This design comes from an exercise in tuning for small area on the open sky130 flow, not from production work. Only simulation tests tie the RTL to the original design; equivalence was not proved. Power is estimated from default activity; no workload was simulated.

## run G
==> module lc4_top, before the edit <==
module lc4_top (
   input  logic        clk,
   input  logic        i_reset,
   output logic [15:0] o_imem_addr,
   input  logic [15:0] i_imem_data,
   output logic [15:0] o_dmem_addr,
   output logic        o_dmem_we,
   output logic [15:0] o_dmem_wdata,
   input  logic [15:0] i_dmem_data,
   output logic        o_retire_valid,
   output logic [15:0] o_retire_pc,
   output logic [15:0] o_retire_insn,
   output logic        o_retire_rf_we,
   output logic [2:0]  o_retire_wsel,
   output logic [15:0] o_retire_wdata
);
   logic [2:0]        ph;       
   logic              clr;      
   logic              second;   
   logic [15:0]       pc;
   logic [1:0]        cc;       
   logic [15:0]       rf [0:7];
   logic [1:0]        lo [0:7];   
   logic [15:0]       w;        
   logic [15:0]       d;        
   logic              c;        
   logic [15:0] insn;
   logic [3:0]  op;
   logic        is_br, is_add, is_and, is_const, is_ldr, is_str, is_alu, is_rr, multi, ok, rf_we;
   logic        last, final_rot, adv, taken, wr_now;
   logic [2:0]  p_sel;
   logic [1:0]  p_d, a_d, b_d, imm_d, alu_d, res_d, sum_d;
   logic        cin, cout;
   logic [15:0] imm16, result;
   logic [1:0]  pc_d;
   assign insn     = i_imem_data;
   assign op       = insn[15:12];
   assign is_br    = op == 4'b0000;
   assign is_add   = op == 4'b0001;
   assign is_and   = op == 4'b0101;
   assign is_const = op == 4'b1001;
   assign is_ldr   = op == 4'b0110;
   assign is_str   = op == 4'b0111;
   assign is_alu   = (is_add || is_and) && (insn[5] || insn[4:3] == 2'b00);
   assign ok       = is_alu || is_const || is_ldr || is_str || is_br;
   assign rf_we    = is_alu || is_const || is_ldr;
   assign is_rr    = is_alu && !insn[5];
   assign multi    = is_ldr || is_str || is_rr;
   assign last      = ph == 3'd7;
   assign final_rot = !multi || second;
   assign adv       = !clr && last && final_rot;
   assign wr_now    = rf_we && final_rot;
   assign p_sel = !second ? insn[8:6] : is_str ? insn[11:9] : insn[2:0];
   always_comb begin
      p_d = 2'b00;
      for (int i = 0; i < 8; i++) p_d = p_d | (lo[i] & {2{p_sel == 3'(i)}});
   end
   assign imm16 = (is_const || is_br) ? {{7{insn[8]}}, insn[8:0]} :
                  (is_ldr || is_str)  ? {{10{insn[5]}}, insn[5:0]} :
                                        {{11{insn[4]}}, insn[4:0]};
   assign imm_d = imm16 >> {ph, 1'b0};
   assign pc_d  = pc >> {ph, 1'b0};
   assign a_d  = is_br ? pc_d : is_const ? 2'b00 : p_d;
   assign b_d  = second ? d[1:0] : imm_d;
   assign cin  = (ph == 3'd0) ? is_br : c;
   logic c1;
   assign sum_d[0] = a_d[0] ^ b_d[0] ^ cin;
   assign c1       = (a_d[0] & b_d[0]) | (cin & (a_d[0] ^ b_d[0]));
   assign sum_d[1] = a_d[1] ^ b_d[1] ^ c1;
   assign cout     = (a_d[1] & b_d[1]) | (c1 & (a_d[1] ^ b_d[1]));
   assign alu_d = is_and ? (a_d & b_d) : sum_d;
   assign res_d = clr ? 2'b00 : (second && !is_rr) ? w[1:0] : alu_d;
   assign result = {res_d, w[15:2]};
   for (genvar i = 0; i < 8; i++) begin : g_rf
      assign lo[i] = rf[i][1:0];
      always_ff @(posedge clk) begin
         if (clr || (wr_now && insn[11:9] == 3'(i)))
            rf[i] <= {res_d, rf[i][15:2]};
         else
            rf[i] <= {rf[i][1:0], rf[i][15:2]};
      end
   end
   always_ff @(posedge clk) begin
      if (!clr && is_ldr && !second && last)
         w <= i_dmem_data;
      else
         w <= {res_d, w[15:2]};
      d <= {p_d, d[15:2]};
      c <= cout;
   end
   logic [15:0] pc_inc;
   logic [16:0] pc_cy;
   assign pc_cy[0] = adv;
   for (genvar k = 0; k < 16; k++) begin : g_inc
      assign pc_inc[k]  = pc[k] ^ pc_cy[k];
      assign pc_cy[k+1] = pc[k] & pc_cy[k];
   end
   assign taken  = is_br && ((insn[11] && cc == 2'b11) || (insn[10] && cc == 2'b10) ||
                             (insn[9] && cc == 2'b01));
   always_ff @(posedge clk) begin
      if (i_reset) begin
         ph     <= 3'd0;
         clr    <= 1'b1;
         second <= 1'b0;
         pc     <= 16'h8200;
         cc     <= 2'b00;
      end else begin
         ph <= ph + 3'd1;
         if (last) clr <= 1'b0;
         if (!clr && last && multi) second <= !second;
         pc <= (adv && taken) ? result : pc_inc;
         if (adv && rf_we)
            cc <= {result[15] || result == 16'd0, result[15] || result != 16'd0};
      end
   end
   assign o_imem_addr    = pc;
   assign o_dmem_addr    = result;
   assign o_dmem_we      = adv && is_str;
   assign o_dmem_wdata   = {p_d, d[15:2]};
   assign o_retire_valid = adv && ok;
   assign o_retire_pc    = pc;
   assign o_retire_insn  = insn;
   assign o_retire_rf_we = rf_we;
   assign o_retire_wsel  = insn[11:9];
   assign o_retire_wdata = result;
endmodule
clock: 6.0 ns
lec_check: 0
abc_area: 1
cap_margin: 0
core_margin: 2
core_utilization: 60
cts_buf_list: sky130_fd_sc_hd__clkbuf_8
slew_margin: 0
standard.sh (not shown) runs the stock make flow with config.mk's settings and CLKGATE_MAP_FILE= SYNTH_SCRIPT=/design/flow/synth_recipe.tcl, a recipe that flattens the netlist after the stock synthesis.
==> flow/flow/run.sh <==
#!/bin/bash
# The standard layout with these changes: synthesis maps the logic with an area-only ABC
# script; every port is buffered by the smallest buffer cell, and a buffer that synthesis put
# on a wire from an input port to an output port is dropped once both ports have their own
# buffer; the clock tree has no dummy load cells
set -euo pipefail
here=$(pwd)
export AREA_ABC_SCRIPT=$here/flow/area.abc
export FLOW_SYNTH_TCL=$here/synth_recipe.tcl
bash standard.sh "SYNTH_SCRIPT=$here/flow/synth.tcl" \
  "BUFFER_PORTS_ARGS=-buffer_cell sky130_fd_sc_hd__buf_1" \
  "POST_GLOBAL_PLACE_TCL=$here/flow/post_gpl.tcl" \
  "CTS_ARGS=-sink_clustering_enable -repair_clock_nets -buf_list sky130_fd_sc_hd__clkbuf_8 -dont_use_dummy_load" \
  finish > standard_flow.log 2>&1
==> flow/flow/area.abc <==
strash
dch -f
amap
topo
==> flow/flow/post_gpl.tcl <==
# After port buffering: a buffer that synthesis put on a wire from an input port straight to an
# output port now sits between the two port buffers; connect its loads to its input and drop it.
proc bypass_inner_buffers {} {
  set block [ord::get_db_block]
  set n 0
  foreach inst [$block getInsts] {
    if {![string match "sky130_fd_sc_hd__buf_*" [[$inst getMaster] getName]]} { continue }
    set name [$inst getName]
    if {[string match "input*" $name] || [string match "output*" $name]} { continue }
    set a [$inst findITerm A]
    set x [$inst findITerm X]
    set in_net [$a getNet]
    set out_net [$x getNet]
    if {$in_net eq "NULL" || $out_net eq "NULL"} { continue }
    if {[llength [$in_net getBTerms]] > 0 || [llength [$out_net getBTerms]] > 0} { continue }
    foreach it [$out_net getITerms] {
      if {[[$it getInst] getName] eq $name} { continue }
      $it disconnect
      $it connect $in_net
    }
    $a disconnect
    $x disconnect
    odb::dbInst_destroy $inst
    odb::dbNet_destroy $out_net
    incr n
  }
  puts "bypassed $n buffers between port buffers"
}
bypass_inner_buffers
==> flow/flow/synth.tcl <==
# The standard synthesis (synth_recipe.tcl), with an area-only ABC script for the
# combinational mapping; registers, flattening and renaming are unchanged
proc abc {args} {
  set i [lsearch -exact $args -script]
  if {$i >= 0} { lset args [expr {$i + 1}] $::env(AREA_ABC_SCRIPT) }
  yosys abc {*}$args
}
source $::env(FLOW_SYNTH_TCL)
diff inputs: run G => run R
==> flow/design.v, changed modules only <==
module lc4_top (
   input  logic        clk,
   input  logic        i_reset,
   output logic [15:0] o_imem_addr,
   input  logic [15:0] i_imem_data,
   output logic [15:0] o_dmem_addr,
   output logic        o_dmem_we,
   output logic [15:0] o_dmem_wdata,
   input  logic [15:0] i_dmem_data,
   output logic        o_retire_valid,
   output logic [15:0] o_retire_pc,
   output logic [15:0] o_retire_insn,
   output logic        o_retire_rf_we,
   output logic [2:0]  o_retire_wsel,
   output logic [15:0] o_retire_wdata
);
   logic [2:0]        ph;       
   logic              clr;      
   logic              second;   
   logic [15:0]       pc;
   logic [1:0]        cc;       
   logic [15:0]       rf [0:7];
   logic [1:0]        lo [0:7];   
   logic [15:0]       w;        
   logic [15:0]       d;        
   logic              c;        
   logic [15:0] insn;
   logic [3:0]  op;
   logic        is_br, is_add, is_and, is_const, is_ldr, is_str, is_alu, is_rr, multi, ok, rf_we;
   logic        last, final_rot, adv, taken, wr_now;
   logic [2:0]  p_sel;
   logic [1:0]  p_d, a_d, b_d, imm_d, alu_d, res_d, sum_d;
   logic        cin, cout;
   logic [15:0] imm16, result;
   logic [1:0]  pc_d;
   assign insn     = i_imem_data;
   assign op       = insn[15:12];
   assign is_br    = op == 4'b0000;
   assign is_add   = op == 4'b0001;
   assign is_and   = op == 4'b0101;
   assign is_const = op == 4'b1001;
   assign is_ldr   = op == 4'b0110;
   assign is_str   = op == 4'b0111;
   assign is_alu   = (is_add || is_and) && (insn[5] || insn[4:3] == 2'b00);
   assign ok       = is_alu || is_const || is_ldr || is_str || is_br;
   assign rf_we    = is_alu || is_const || is_ldr;
   assign is_rr    = is_alu && !insn[5];
   assign multi    = is_ldr || is_str || is_rr;
   assign last      = ph == 3'd7;
   assign final_rot = !multi || second;
   assign adv       = !clr && last && final_rot;
   assign wr_now    = rf_we && final_rot;
   assign p_sel = (second && is_str) ? insn[11:9] : (!second && is_rr) ? insn[2:0] : insn[8:6];
   assign p_d   = lo[p_sel];
   assign imm16 = (is_const || is_br) ? {{7{insn[8]}}, insn[8:0]} :
                  (is_ldr || is_str)  ? {{10{insn[5]}}, insn[5:0]} :
                                        {{11{insn[4]}}, insn[4:0]};
   assign imm_d = imm16 >> {ph, 1'b0};
   assign pc_d  = pc >> {ph, 1'b0};
   assign a_d  = is_br ? pc_d : is_const ? 2'b00 : p_d;
   assign b_d  = second ? d[1:0] : imm_d;
   assign cin  = (ph == 3'd0) ? is_br : c;
   assign {cout, sum_d} = {1'b0, a_d} + {1'b0, b_d} + {2'b00, cin};
   assign alu_d = is_and ? (a_d & b_d) : sum_d;
   assign res_d = clr ? 2'b00 : (second && !is_rr) ? w[1:0] : alu_d;
   assign result = {res_d, w[15:2]};
   for (genvar i = 0; i < 8; i++) begin : g_rf
      assign lo[i] = rf[i][1:0];
      always_ff @(posedge clk) begin
         if (clr || (wr_now && insn[11:9] == 3'(i)))
            rf[i] <= {res_d, rf[i][15:2]};
         else
            rf[i] <= {rf[i][1:0], rf[i][15:2]};
      end
   end
   always_ff @(posedge clk) begin
      if (!clr && is_ldr && !second && last)
         w <= i_dmem_data;
      else
         w <= {res_d, w[15:2]};
      d <= {p_d, d[15:2]};
      c <= cout;
   end
   assign taken  = is_br && ((insn[11] && cc == 2'b11) || (insn[10] && cc == 2'b10) ||
                             (insn[9] && cc == 2'b01));
   always_ff @(posedge clk) begin
      if (i_reset) begin
         ph     <= 3'd0;
         clr    <= 1'b1;
         second <= 1'b0;
         pc     <= 16'h8200;
         cc     <= 2'b00;
      end else begin
         ph <= ph + 3'd1;
         if (last) clr <= 1'b0;
         if (!clr && last && multi) second <= !second;
         pc <= (adv && taken) ? result : pc + {15'd0, adv};
         if (adv && rf_we)
            cc <= {result[15] || result == 16'd0, result[15] || result != 16'd0};
      end
   end
   assign o_imem_addr    = pc;
   assign o_dmem_addr    = result;
   assign o_dmem_we      = adv && is_str;
   assign o_dmem_wdata   = {p_d, d[15:2]};
   assign o_retire_valid = adv && ok;
   assign o_retire_pc    = pc;
   assign o_retire_insn  = insn;
   assign o_retire_rf_we = rf_we;
   assign o_retire_wsel  = insn[11:9];
   assign o_retire_wdata = result;
endmodule
Notes after the runs:
Run R falls short of run G in fmax. Compared with run G, run R degrades time the worst path needs with I/O delays and setup. Compared run R vs run G, and utilization is up in run R. The net switching share of the total power on run R is in line with that on run G. Compared with run G, in run R total clock buffers created by CTS did not really move, fraction of area in clock buffers and inverters stayed essentially flat, met2 track utilization from global routing rose by 0.37 points. On xor/xnor share of the synthesized area, run R and run G are basically level. Compared with run G, run R shows a higher final wirelength. Looking only at first-iteration DRC count, and setting everything else aside, the higher value of run R and run G goes to run G. Area of all placed cells without fillers ends up lower on run G.

[what the ideal ports hide]
No port has a modelled driver above. Below, the same layouts with a new extraction and two added sets of constraints.
Step 1 sets driving cells, clkbuf_16 on the clock port and buf_2 on the other inputs (assumed; they add their load-dependent delay and slew).
Step 2, shift: input delay + t, output delay - t, t = (earliest + latest rising clock arrival at the registers) / 2. This alone moves slack from input paths to output paths.
Slacks: ideal ports / drivers / drivers and shift; pairs: ideal ports / drivers.
run | t, ns | setup slack, ns | slew at the worst register clock pin (ns) | cell pins on the clock port's net
run G | 0.478 | 0.213 / 0.189 / 0.117 | 0.10 / 0.10 | 1
run R | 0.466 | 0.179 / 0.156 / 0.156 | 0.10 / 0.10 | 1
After both steps setup and hold are still met in every run listed. The setup slack of run G, which loses most, moves by -0.024 ns with the drivers and by -0.096 ns with both steps.
